Context: an optimization exercise on an open-source flow, tuned for small area, a short achievable clock period and few clock cycles per item. The choices shown serve that exercise and are no tape-out recipe. The RTL was checked by simulation tests, not by an equivalence proof against the original design. Power and IR drop assume default switching activity.

==> job 8951: inputs <==
==> flow/design.v <==
`default_nettype none
package heap_pkg;
  typedef logic [16-1:0] heap_addr_t;   
  typedef logic [7-1:0] hdr_idx_t;   
  typedef enum logic {
    FIRST_FIT = 1'b0,
    BEST_FIT  = 1'b1
  } alloc_strategy_e;
  typedef enum logic [3:0] {
    ST_INIT_HEAD,
    ST_INIT_BLOCK,
    ST_IDLE,
    ST_ALLOC_WALK,
    ST_ALLOC_FIT,
    ST_WR_NEW,
    ST_FREE_WALK,
    ST_FREE_LINK,
    ST_WR_LINK,
    ST_RSP
  } walker_state_e;
  typedef struct packed {
    heap_addr_t size;
    heap_addr_t next;   
  } block_header_t;
  typedef struct packed {
    logic       is_alloc;
    heap_addr_t operand;   
  } heap_req_t;
  typedef struct packed {
    logic       is_alloc;
    logic       ok;
    heap_addr_t ptr;
  } heap_rsp_t;
  typedef struct packed {
    logic          en;
    hdr_idx_t      idx;
    block_header_t hdr;
  } hdr_wr_t;
endpackage
`default_nettype wire
`timescale 1ns/1ps
`default_nettype none
module heap_alloc_top (
  input  wire logic                      clk_i,
  input  wire logic                      rst_ni,
  input  wire heap_pkg::alloc_strategy_e strategy_i,
  input  wire logic                      req_valid_i,
  input  wire heap_pkg::heap_req_t       req_i,
  output logic                           req_ready_o,
  output logic                           rsp_valid_o,
  output heap_pkg::heap_rsp_t            rsp_o,
  input  wire logic                      rsp_ready_i
);
  logic [15:0] size_rnd;
  logic        in_big;
  logic [6:0]  in_val;
  assign size_rnd = (req_i.operand + 16'd7) & 16'hfff8;
  always_comb begin
    if (req_i.is_alloc) begin
      if (size_rnd < 16'd16) begin
        in_big = 1'b0;
        in_val = 7'd2;
      end else begin
        in_big = (size_rnd[15:10] != 6'd0) || (size_rnd[9:3] == 7'd127);   
        in_val = size_rnd[9:3];
      end
    end else begin
      in_big = 1'b0;
      in_val = req_i.operand[9:3] - 7'd1;   
    end
  end
  logic       tl_v_q, tl_alloc_q, tl_best_q, tl_big_q;   
  logic [6:0] tl_val_q;
  logic       ws_v_q, ws_alloc_q, ws_best_q, ws_big_q;   
  logic [6:0] ws_val_q;
  logic       ex_v_q, ex_alloc_q, ex_best_q, ex_big_q;   
  logic [6:0] ex_val_q;
  logic [6:0] ex_t_q;   
  logic       ex_w_q;   
  logic       take, adv;
  assign req_ready_o = !tl_v_q;
  assign take        = req_valid_i && !tl_v_q;
  logic       pd_alloc_q;   
  logic       pd_free_q;    
  logic [6:0] pd_x_q;       
  logic [7:0] pd_n_q;       
  logic [83:0] code_q;   
  logic [41:0] fr_q;
  logic [127:0] blk_q, free_q;   
  logic [255:0] be;   
  always_comb begin
    blk_q  = '0;
    free_q = '0;
    blk_q[1]  = 1'b1;
    free_q[1] = fr_q[0];
    for (int m = 1; m <= 41; m++) begin
      for (int r = 0; r < 3; r++) begin
        if (3*m + r >= 4) begin
          blk_q[3*m+r]  = (code_q[2*m +: 2] == 2'(r + 1));
          free_q[3*m+r] = (code_q[2*m +: 2] == 2'(r + 1)) && fr_q[m];
        end
      end
    end
  end
  assign be = {128'hffffffff_ffffffff_ffffffff_ffffffff, blk_q};
  logic [127:0] dec_x, dec_n, new_n;
  logic [127:0] blk_d, free_d;
  logic [7:0]  x_lo, n_lo;
  logic [15:0] x_hi, n_hi;
  always_comb begin
    for (int v = 0; v < 8; v++) begin
      x_lo[v] = (pd_x_q[2:0] == 3'(v));
      n_lo[v] = (pd_n_q[2:0] == 3'(v));
    end
    for (int v = 0; v < 16; v++) begin
      x_hi[v] = (pd_x_q[6:3] == 4'(v));
      n_hi[v] = (pd_n_q[7:3] == 5'(v)) && pd_alloc_q;
    end
    for (int i = 0; i < 128; i++) begin
      dec_x[i] = x_hi[i/8] && x_lo[i%8];
      dec_n[i] = n_hi[i/8] && n_lo[i%8];
    end
  end
  always_comb begin
    for (int i = 0; i < 128; i++) begin
      if (i == 1) begin
        new_n[i]  = 1'b0;
        blk_d[i]  = 1'b1;
        free_d[i] = (free_q[i] && !(pd_alloc_q && dec_x[i])) || (pd_free_q && dec_x[i]);
      end else if (i >= 4 && i <= 125) begin
        new_n[i]  = dec_n[i] && !(be[i] || be[i+1] || be[i+2]);
        blk_d[i]  = blk_q[i] || new_n[i];
        free_d[i] = (free_q[i] && !(pd_alloc_q && dec_x[i])) || (pd_free_q && dec_x[i]) ||
                    new_n[i];
      end else begin
        new_n[i]  = 1'b0;
        blk_d[i]  = 1'b0;
        free_d[i] = 1'b0;
      end
    end
  end
  always_ff @(posedge clk_i) begin
    if (!rst_ni) begin
      code_q <= '0;
      fr_q <= 42'd1;
    end else begin
      fr_q[0] <= free_d[1];
      for (int m = 1; m <= 41; m++) begin
        logic       nn;
        logic [1:0] nc;
        nn = 1'b0;
        nc = code_q[2*m +: 2];
        for (int r = 0; r < 3; r++) begin
          if (new_n[3*m+r]) begin
            nn = 1'b1;
            nc = 2'(r + 1);
          end
        end
        code_q[2*m +: 2] <= nc;
        fr_q[m]   <= (fr_q[m] && !(pd_alloc_q && (dec_x[3*m] || dec_x[3*m+1] || dec_x[3*m+2]))) ||
                     (pd_free_q && (dec_x[3*m] || dec_x[3*m+1] || dec_x[3*m+2])) || nn;
      end
    end
  end
  logic       win_ex;
  logic [6:0] t_w;
  assign win_ex = ex_v_q && ex_alloc_q && !ex_big_q && !ex_w_q;
  assign t_w    = win_ex ? ex_t_q : ws_val_q;
  logic [255:0] bw;   
  logic [255:0] l1, l2, l4, l8, l16, l32, l64;
  logic [255:0] w0, w1, w2, w3, w4, w5, w6, w7;
  logic [127:0] win_q;
  assign bw  = {128'hffffffff_ffffffff_ffffffff_ffffffff, blk_q};
  assign l1  = {1'b1, bw[255:1]};
  assign l2  = l1 | {1'b1, l1[255:1]};
  assign l4  = l2 | {{2{1'b1}}, l2[255:2]};
  assign l8  = l4 | {{4{1'b1}}, l4[255:4]};
  assign l16 = l8 | {{8{1'b1}}, l8[255:8]};
  assign l32 = l16 | {{16{1'b1}}, l16[255:16]};
  assign l64 = l32 | {{32{1'b1}}, l32[255:32]};
  assign w0 = '0;
  assign w1 = {256{t_w[0]}} & l1;
  assign w2 = w1 | ({256{t_w[1]}} & (l2  | {{2{1'b1}}, w1[255:2]}));
  assign w3 = w2 | ({256{t_w[2]}} & (l4  | {{4{1'b1}}, w2[255:4]}));
  assign w4 = w3 | ({256{t_w[3]}} & (l8  | {{8{1'b1}}, w3[255:8]}));
  assign w5 = w4 | ({256{t_w[4]}} & (l16 | {{16{1'b1}}, w4[255:16]}));
  assign w6 = w5 | ({256{t_w[5]}} & (l32 | {{32{1'b1}}, w5[255:32]}));
  assign w7 = w6 | ({256{t_w[6]}} & (l64 | {{64{1'b1}}, w6[255:64]}));
  always_ff @(posedge clk_i) begin
    win_q <= w7[127:0];
  end
  logic [127:0] fit, cand;
  always_comb begin
    fit  = '0;
    cand = '0;
    for (int i = 0; i < 127; i++) begin
      fit[i]  = free_d[i] && !win_q[i];
      cand[i] = free_d[i] && !win_q[i] && (!ex_best_q || win_q[i+1]);
    end
  end
  logic       any_fit, any_cand;
  logic [6:0] f_idx;   
  assign any_fit = |fit;
  heap_lowest_slot lowest_i (
    .v_i   (cand),
    .any_o (any_cand),
    .idx_o (f_idx)
  );
  logic alloc_ok, can_exec, done, ex_out, ws_out, hazard;
  assign alloc_ok = ex_alloc_q && !ex_big_q && any_cand;
  assign can_exec = ex_v_q && !win_ex;
  assign done     = !ex_alloc_q || ex_big_q || !ex_best_q || !any_fit || any_cand;
  assign adv      = can_exec && done && (!rsp_valid_o || rsp_ready_i);
  assign ex_out   = !ex_v_q || adv;   
  assign ws_out   = !ws_v_q || ex_out;
  assign hazard   = !ex_alloc_q && pd_alloc_q && (|new_n) && (ex_val_q == pd_x_q);
  logic [6:0] ns_g, ns_p;
  logic [7:0] ns_c;
  logic [7:0] n_sum;
  always_comb begin
    ns_g = f_idx & ex_val_q;
    ns_p = f_idx ^ ex_val_q;
    ns_c[0] = 1'b1;
    for (int b = 0; b < 7; b++) begin
      logic run;   
      ns_c[b+1] = ns_g[b];
      run = ns_p[b];
      for (int a = b - 1; a >= 0; a--) begin
        ns_c[b+1] = ns_c[b+1] | (run & ns_g[a]);
        run = run & ns_p[a];
      end
      ns_c[b+1] = ns_c[b+1] | run;   
    end
    n_sum = {ns_c[7], ns_p ^ ns_c[6:0]};
  end
  always_ff @(posedge clk_i) begin
    if (!rst_ni) begin
      pd_alloc_q <= 1'b0;
      pd_free_q  <= 1'b0;
    end else begin
      pd_alloc_q <= adv && alloc_ok;
      pd_free_q  <= adv && !ex_alloc_q;
    end
  end
  always_ff @(posedge clk_i) begin
    pd_x_q <= ex_alloc_q ? f_idx : ex_val_q;
    pd_n_q <= n_sum;
  end
  always_ff @(posedge clk_i) begin
    if (!rst_ni) begin
      tl_v_q <= 1'b0;
      ws_v_q <= 1'b0;
      ex_v_q <= 1'b0;
      ex_w_q <= 1'b0;
    end else begin
      if (ex_out) begin
        ex_v_q <= ws_v_q;
        ex_w_q <= ws_v_q && !(adv && hazard);
      end else begin
        ex_w_q <= win_ex;   
      end
      if (ws_out) begin
        ws_v_q <= tl_v_q || take;
        tl_v_q <= 1'b0;
      end else if (take) begin
        tl_v_q <= 1'b1;
      end
    end
  end
  always_ff @(posedge clk_i) begin
    if (ex_out) begin
      ex_alloc_q <= ws_alloc_q;
      ex_best_q  <= ws_best_q;
      ex_big_q   <= ws_big_q;
      ex_val_q   <= ws_val_q;
      ex_t_q     <= ws_val_q;
    end else if (can_exec && !done) begin
      ex_t_q <= ex_t_q + 7'd1;   
    end
    if (ws_out) begin
      ws_alloc_q <= tl_v_q ? tl_alloc_q : req_i.is_alloc;
      ws_best_q  <= tl_v_q ? tl_best_q : (strategy_i == heap_pkg::BEST_FIT);
      ws_big_q   <= tl_v_q ? tl_big_q : in_big;
      ws_val_q   <= tl_v_q ? tl_val_q : in_val;
    end
    if (take) begin   
      tl_alloc_q <= req_i.is_alloc;
      tl_best_q  <= (strategy_i == heap_pkg::BEST_FIT);
      tl_big_q   <= in_big;
      tl_val_q   <= in_val;
    end
  end
  logic                rs_v_q;
  heap_pkg::heap_rsp_t rs_q;
  always_ff @(posedge clk_i) begin
    if (!rst_ni) begin
      rs_v_q <= 1'b0;
    end else if (adv) begin
      rs_v_q <= 1'b1;
    end else if (rsp_ready_i) begin
      rs_v_q <= 1'b0;
    end
  end
  always_ff @(posedge clk_i) begin
    if (adv) begin
      rs_q.is_alloc <= ex_alloc_q;
      rs_q.ok       <= !ex_alloc_q || alloc_ok;
      rs_q.ptr      <= alloc_ok ? {6'd0, f_idx + 7'd1, 3'd0} : 16'd0;
    end
  end
  assign rsp_valid_o = rs_v_q;
  assign rsp_o       = rs_q;
endmodule
module heap_lowest_slot (
  input  wire logic [127:0] v_i,
  output logic              any_o,
  output logic [6:0]        idx_o
);
  logic [63:0] a1; logic [63:0] i1;         
  logic [31:0] a2; logic [63:0] i2;         
  logic [15:0] a3; logic [47:0] i3;         
  logic [7:0]  a4; logic [31:0] i4;         
  logic [3:0]  a5; logic [19:0] i5;         
  logic [1:0]  a6; logic [11:0] i6;         
  always_comb begin
    for (int n = 0; n < 64; n++) begin
      a1[n] = v_i[2*n] | v_i[2*n+1];
      i1[n] = !v_i[2*n];
    end
    for (int n = 0; n < 32; n++) begin
      a2[n] = a1[2*n] | a1[2*n+1];
      i2[2*n +: 2] = a1[2*n] ? {1'b0, i1[2*n]} : {1'b1, i1[2*n+1]};
    end
    for (int n = 0; n < 16; n++) begin
      a3[n] = a2[2*n] | a2[2*n+1];
      i3[3*n +: 3] = a2[2*n] ? {1'b0, i2[2*(2*n) +: 2]} : {1'b1, i2[2*(2*n+1) +: 2]};
    end
    for (int n = 0; n < 8; n++) begin
      a4[n] = a3[2*n] | a3[2*n+1];
      i4[4*n +: 4] = a3[2*n] ? {1'b0, i3[3*(2*n) +: 3]} : {1'b1, i3[3*(2*n+1) +: 3]};
    end
    for (int n = 0; n < 4; n++) begin
      a5[n] = a4[2*n] | a4[2*n+1];
      i5[5*n +: 5] = a4[2*n] ? {1'b0, i4[4*(2*n) +: 4]} : {1'b1, i4[4*(2*n+1) +: 4]};
    end
    for (int n = 0; n < 2; n++) begin
      a6[n] = a5[2*n] | a5[2*n+1];
      i6[6*n +: 6] = a5[2*n] ? {1'b0, i5[5*(2*n) +: 5]} : {1'b1, i5[5*(2*n+1) +: 5]};
    end
    any_o = a6[0] | a6[1];
    idx_o = a6[0] ? {1'b0, i6[5:0]} : {1'b1, i6[11:6]};
  end
endmodule
`default_nettype wire
==> flow/flow/run.sh <==
#!/bin/bash
set -euo pipefail
cd "$(dirname "$0")/.."
sed 's/SETUP_SLACK_MARGIN=5 /SETUP_SLACK_MARGIN=6 /' standard.sh > standard_m6.sh
grep -q 'SETUP_SLACK_MARGIN=6 ' standard_m6.sh
bash standard_m6.sh > flow.log 2>&1
test -s out/final.def
==> flow/standard.sh <==
#!/bin/bash
# synth_recipe.tcl (not shown) runs the flow's synth.tcl, then flattens the netlist and writes it again
# the make line also repeats each setting of config.mk as NAME=value (left out here)
make -C /OpenROAD-flow-scripts/flow DESIGN_CONFIG=/design/flow/config.mk WORK_HOME=/design/flow/orfs CLKGATE_MAP_FILE= SYNTH_SCRIPT=/design/flow/synth_recipe.tcl "${@:-finish}"
==> flow/config.mk <==
export PLATFORM = sky130hd
export DESIGN_NAME = heap_alloc_top
export DESIGN_NICKNAME = heap_alloc_top
export VERILOG_FILES = /design/flow/design.v
export SDC_FILE = /design/flow/constraint.sdc
export NUM_CORES = 4
export LEC_CHECK = 0
export ABC_AREA = 1
export CAP_MARGIN = 20
export CORE_MARGIN = 2
export CORE_UTILIZATION = 40
export SETUP_SLACK_MARGIN = 5
export SLEW_MARGIN = 20
==> flow/constraint.sdc <==
create_clock -name core_clock -period 10.0 [get_ports {clk_i}]
set_input_delay 2.0000 -clock core_clock [delete_from_list [all_inputs] [get_ports {clk_i}]]
set_output_delay 2.0000 -clock core_clock [all_outputs]
set_load 0.01 [all_outputs]
==> job 1952 (differences from job 8951) <==
--- a/flow/design.v
+++ b/flow/design.v
@@ -86,22 +86,6 @@
   logic [7:0] pd_n_q;       
-  logic [83:0] code_q;   
-  logic [41:0] fr_q;
-  logic [127:0] blk_q, free_q;   
+  logic [127:0] blk_q, free_q;
   logic [255:0] be;   
-  always_comb begin
-    blk_q  = '0;
-    free_q = '0;
-    blk_q[1]  = 1'b1;
-    free_q[1] = fr_q[0];
-    for (int m = 1; m <= 41; m++) begin
-      for (int r = 0; r < 3; r++) begin
-        if (3*m + r >= 4) begin
-          blk_q[3*m+r]  = (code_q[2*m +: 2] == 2'(r + 1));
-          free_q[3*m+r] = (code_q[2*m +: 2] == 2'(r + 1)) && fr_q[m];
-        end
-      end
-    end
-  end
   assign be = {128'hffffffff_ffffffff_ffffffff_ffffffff, blk_q};
-  logic [127:0] dec_x, dec_n, new_n;
+  logic [127:0] dec_x, dec_n;
   logic [127:0] blk_d, free_d;
@@ -126,3 +110,2 @@
       if (i == 1) begin
-        new_n[i]  = 1'b0;
         blk_d[i]  = 1'b1;
@@ -130,8 +113,6 @@
       end else if (i >= 4 && i <= 125) begin
-        new_n[i]  = dec_n[i] && !(be[i] || be[i+1] || be[i+2]);
-        blk_d[i]  = blk_q[i] || new_n[i];
+        blk_d[i]  = blk_q[i] || (dec_n[i] && !(be[i] || be[i+1] || be[i+2]));
         free_d[i] = (free_q[i] && !(pd_alloc_q && dec_x[i])) || (pd_free_q && dec_x[i]) ||
-                    new_n[i];
+                    (dec_n[i] && !(be[i] || be[i+1] || be[i+2]));
       end else begin
-        new_n[i]  = 1'b0;
         blk_d[i]  = 1'b0;
@@ -143,21 +124,7 @@
     if (!rst_ni) begin
-      code_q <= '0;
-      fr_q <= 42'd1;
+      blk_q  <= 128'h2;
+      free_q <= 128'h2;
     end else begin
-      fr_q[0] <= free_d[1];
-      for (int m = 1; m <= 41; m++) begin
-        logic       nn;
-        logic [1:0] nc;
-        nn = 1'b0;
-        nc = code_q[2*m +: 2];
-        for (int r = 0; r < 3; r++) begin
-          if (new_n[3*m+r]) begin
-            nn = 1'b1;
-            nc = 2'(r + 1);
-          end
-        end
-        code_q[2*m +: 2] <= nc;
-        fr_q[m]   <= (fr_q[m] && !(pd_alloc_q && (dec_x[3*m] || dec_x[3*m+1] || dec_x[3*m+2]))) ||
-                     (pd_free_q && (dec_x[3*m] || dec_x[3*m+1] || dec_x[3*m+2])) || nn;
-      end
+      blk_q  <= blk_d;
+      free_q <= free_d;
     end
@@ -172,3 +139,3 @@
   logic [127:0] win_q;
-  assign bw  = {128'hffffffff_ffffffff_ffffffff_ffffffff, blk_q};
+  assign bw  = {128'hffffffff_ffffffff_ffffffff_ffffffff, blk_d};
   assign l1  = {1'b1, bw[255:1]};
@@ -208,3 +175,3 @@
   );
-  logic alloc_ok, can_exec, done, ex_out, ws_out, hazard;
+  logic alloc_ok, can_exec, done, ex_out, ws_out;
   assign alloc_ok = ex_alloc_q && !ex_big_q && any_cand;
@@ -215,3 +182,2 @@
   assign ws_out   = !ws_v_q || ex_out;
-  assign hazard   = !ex_alloc_q && pd_alloc_q && (|new_n) && (ex_val_q == pd_x_q);
   logic [6:0] ns_g, ns_p;
@@ -257,3 +223,3 @@
         ex_v_q <= ws_v_q;
-        ex_w_q <= ws_v_q && !(adv && hazard);
+        ex_w_q <= ws_v_q;
       end else begin
==> flow/run.sh (new file) <==
#!/bin/bash
# synth_recipe.tcl (not shown) runs the flow's synth.tcl, then flattens the netlist and writes it again
# the make line also repeats each setting of config.mk as NAME=value (left out here)
make -C /OpenROAD-flow-scripts/flow DESIGN_CONFIG=/design/flow/config.mk WORK_HOME=/design/flow/orfs CLKGATE_MAP_FILE= SYNTH_SCRIPT=/design/flow/synth_recipe.tcl finish
removed: flow/flow/run.sh
removed: flow/standard.sh
==> job 361 (differences from job 8951) <==
--- a/flow/design.v
+++ b/flow/design.v
@@ -86,22 +86,6 @@
   logic [7:0] pd_n_q;       
-  logic [83:0] code_q;   
-  logic [41:0] fr_q;
-  logic [127:0] blk_q, free_q;   
+  logic [127:0] blk_q, free_q;
   logic [255:0] be;   
-  always_comb begin
-    blk_q  = '0;
-    free_q = '0;
-    blk_q[1]  = 1'b1;
-    free_q[1] = fr_q[0];
-    for (int m = 1; m <= 41; m++) begin
-      for (int r = 0; r < 3; r++) begin
-        if (3*m + r >= 4) begin
-          blk_q[3*m+r]  = (code_q[2*m +: 2] == 2'(r + 1));
-          free_q[3*m+r] = (code_q[2*m +: 2] == 2'(r + 1)) && fr_q[m];
-        end
-      end
-    end
-  end
   assign be = {128'hffffffff_ffffffff_ffffffff_ffffffff, blk_q};
-  logic [127:0] dec_x, dec_n, new_n;
+  logic [127:0] dec_x, dec_n;
   logic [127:0] blk_d, free_d;
@@ -126,12 +110,9 @@
       if (i == 1) begin
-        new_n[i]  = 1'b0;
         blk_d[i]  = 1'b1;
-        free_d[i] = (free_q[i] && !(pd_alloc_q && dec_x[i])) || (pd_free_q && dec_x[i]);
+        free_d[i] = (free_q[i] && !(pd_alloc_q && dec_x[i+1])) || (pd_free_q && dec_x[i]);
       end else if (i >= 4 && i <= 125) begin
-        new_n[i]  = dec_n[i] && !(be[i] || be[i+1] || be[i+2]);
-        blk_d[i]  = blk_q[i] || new_n[i];
-        free_d[i] = (free_q[i] && !(pd_alloc_q && dec_x[i])) || (pd_free_q && dec_x[i]) ||
-                    new_n[i];
+        blk_d[i]  = blk_q[i] || (dec_n[i] && !(be[i] || be[i+1] || be[i+2]));
+        free_d[i] = (free_q[i] && !(pd_alloc_q && dec_x[i+1])) || (pd_free_q && dec_x[i]) ||
+                    (dec_n[i] && !(be[i] || be[i+1] || be[i+2]));
       end else begin
-        new_n[i]  = 1'b0;
         blk_d[i]  = 1'b0;
@@ -143,21 +124,7 @@
     if (!rst_ni) begin
-      code_q <= '0;
-      fr_q <= 42'd1;
+      blk_q  <= 128'h2;
+      free_q <= 128'h2;
     end else begin
-      fr_q[0] <= free_d[1];
-      for (int m = 1; m <= 41; m++) begin
-        logic       nn;
-        logic [1:0] nc;
-        nn = 1'b0;
-        nc = code_q[2*m +: 2];
-        for (int r = 0; r < 3; r++) begin
-          if (new_n[3*m+r]) begin
-            nn = 1'b1;
-            nc = 2'(r + 1);
-          end
-        end
-        code_q[2*m +: 2] <= nc;
-        fr_q[m]   <= (fr_q[m] && !(pd_alloc_q && (dec_x[3*m] || dec_x[3*m+1] || dec_x[3*m+2]))) ||
-                     (pd_free_q && (dec_x[3*m] || dec_x[3*m+1] || dec_x[3*m+2])) || nn;
-      end
+      blk_q  <= blk_d;
+      free_q <= free_d;
     end
@@ -172,3 +139,3 @@
   logic [127:0] win_q;
-  assign bw  = {128'hffffffff_ffffffff_ffffffff_ffffffff, blk_q};
+  assign bw  = {128'hffffffff_ffffffff_ffffffff_ffffffff, blk_d};
   assign l1  = {1'b1, bw[255:1]};
@@ -196,4 +163,4 @@
     for (int i = 0; i < 127; i++) begin
-      fit[i]  = free_d[i] && !win_q[i];
-      cand[i] = free_d[i] && !win_q[i] && (!ex_best_q || win_q[i+1]);
+      fit[i+1]  = free_d[i] && !win_q[i];
+      cand[i+1] = free_d[i] && !win_q[i] && (!ex_best_q || win_q[i+1]);
     end
@@ -201,3 +168,3 @@
   logic       any_fit, any_cand;
-  logic [6:0] f_idx;   
+  logic [6:0] f1_idx;   
   assign any_fit = |fit;
@@ -206,5 +173,5 @@
     .any_o (any_cand),
-    .idx_o (f_idx)
+    .idx_o (f1_idx)
   );
-  logic alloc_ok, can_exec, done, ex_out, ws_out, hazard;
+  logic alloc_ok, can_exec, done, ex_out, ws_out;
   assign alloc_ok = ex_alloc_q && !ex_big_q && any_cand;
@@ -215,3 +182,2 @@
   assign ws_out   = !ws_v_q || ex_out;
-  assign hazard   = !ex_alloc_q && pd_alloc_q && (|new_n) && (ex_val_q == pd_x_q);
   logic [6:0] ns_g, ns_p;
@@ -220,5 +186,5 @@
   always_comb begin
-    ns_g = f_idx & ex_val_q;
-    ns_p = f_idx ^ ex_val_q;
-    ns_c[0] = 1'b1;
+    ns_g = f1_idx & ex_val_q;
+    ns_p = f1_idx ^ ex_val_q;
+    ns_c[0] = 1'b0;
     for (int b = 0; b < 7; b++) begin
@@ -231,3 +197,2 @@
       end
-      ns_c[b+1] = ns_c[b+1] | run;   
     end
@@ -245,3 +210,3 @@
   always_ff @(posedge clk_i) begin
-    pd_x_q <= ex_alloc_q ? f_idx : ex_val_q;
+    pd_x_q <= ex_alloc_q ? f1_idx : ex_val_q;
     pd_n_q <= n_sum;
@@ -257,3 +222,3 @@
         ex_v_q <= ws_v_q;
-        ex_w_q <= ws_v_q && !(adv && hazard);
+        ex_w_q <= ws_v_q;
       end else begin
@@ -307,3 +272,3 @@
       rs_q.ok       <= !ex_alloc_q || alloc_ok;
-      rs_q.ptr      <= alloc_ok ? {6'd0, f_idx + 7'd1, 3'd0} : 16'd0;
+      rs_q.ptr      <= alloc_ok ? {6'd0, f1_idx, 3'd0} : 16'd0;
     end
==> flow/run.sh (new file) <==
#!/bin/bash
# synth_recipe.tcl (not shown) runs the flow's synth.tcl, then flattens the netlist and writes it again
# the make line also repeats each setting of config.mk as NAME=value (left out here)
make -C /OpenROAD-flow-scripts/flow DESIGN_CONFIG=/design/flow/config.mk WORK_HOME=/design/flow/orfs CLKGATE_MAP_FILE= SYNTH_SCRIPT=/design/flow/synth_recipe.tcl finish
--- a/flow/config.mk
+++ b/flow/config.mk
@@ -7,3 +7,2 @@
 export LEC_CHECK = 0
-export ABC_AREA = 1
 export CAP_MARGIN = 20
removed: flow/flow/run.sh
removed: flow/standard.sh
==> comparison <==
- Combinational power: job 361 > job 8951 > job 1952.
- Against job 8951, the synthesized cell count of job 361 is lower by 20%.
- Sequential power: job 1952 is lower than job 361 (about 2%).
- Against job 8951, the sequential share of layout area of job 1952 is higher by 9.3 points.
- Clock power, highest first: job 361, job 1952, job 8951.
- Job 361 completed without violations. Job 8951 finished with timing, DRC and antenna clean. Job 1952 completed with no timing, DRC or antenna violations.
- Total power, highest first: job 361, job 8951, job 1952.
- Sequential cell count: job 8951 is lower than job 361 (121).
- The highest routed wire length belongs to job 361, the lowest to job 1952.
==> figures <==
item	job 8951	job 361	job 1952
Static power due to leakage	24.8 nW	16.1 nW	21.9 nW
Global-route wire length before repair	284 mm	332 mm	223 mm
CLK BUF	65	68	70
Met2 Track Usage GR	64.0%	71.5%	53.4%
Most instantiated library cell after synthesis	nand2_1	nor2_1	nand2_1
Site row count	106	107	105
Instance count after placement with tap cells included	7,061	5,840	6,647
Fraction of synthesized cell area taken by the top area cell type	20.6%	22.9%	23.8%
Count of cells resized by post-cts repair	442	236	1
Last element of the critical path	win_q[5]	win_q[14]	pd_n_q[7]
Number of filler cells placed in the layout	8,991	8,724	8,924
Final worst path period need	4.21 ns	5.14 ns	4.72 ns
Crit-path max cell delay	0.48 ns	0.88 ns	0.60 ns
Hold endpoint	ex_best_q	ex_big_q	ex_best_q
Share of power burned in combinational logic	37.9%	36.7%	24.5%
Status	complete, no violations	complete, no violations	complete, no violations
Worst flop-to-flop path startpoint	ex_alloc_q	pd_n_q[0]	pd_alloc_q
Testbench counts of job 8951, summed over its fixed seeds: cycles 5,136, ops 4,800.
Testbench counts of job 1952, summed over its fixed seeds: cycles 5,116, ops 4,800.
Testbench counts of job 361, summed over its fixed seeds: cycles 5,116, ops 4,800.

[re-timing with driven ports]
In the flow no input, the clock included, has a driving cell. The finished layouts below were timed again as built, in two steps.
Step 1: set_driving_cell puts a clkbuf_16 on clk_i and a buf_2 on each other input, an assumption about the parent block.
Step 2 adds t to the input delays and takes it off the output delays; t is the mean of the earliest and latest rising clock arrival at the registers after step 1. Input paths then give back, and output paths get back, about the clock's delay inside the block.
Slacks: ideal ports / drivers / drivers and shift; pairs: ideal ports / drivers.
run	t, ns	setup slack, ns	worst slew at a driven data input, ns	cell pins on the clock port's net
job 8951	0.700	5.791 / 5.791 / 5.313	0.05	1
job 1952	0.705	5.278 / 5.278 / 5.187	0.05	1
job 361	0.714	4.856 / 4.856 / 4.464	0.06	1
After both steps every run listed still meets setup and hold. For job 8951, which loses most, drivers alone change the setup slack by 0.000 ns; drivers and shift together by -0.478 ns.
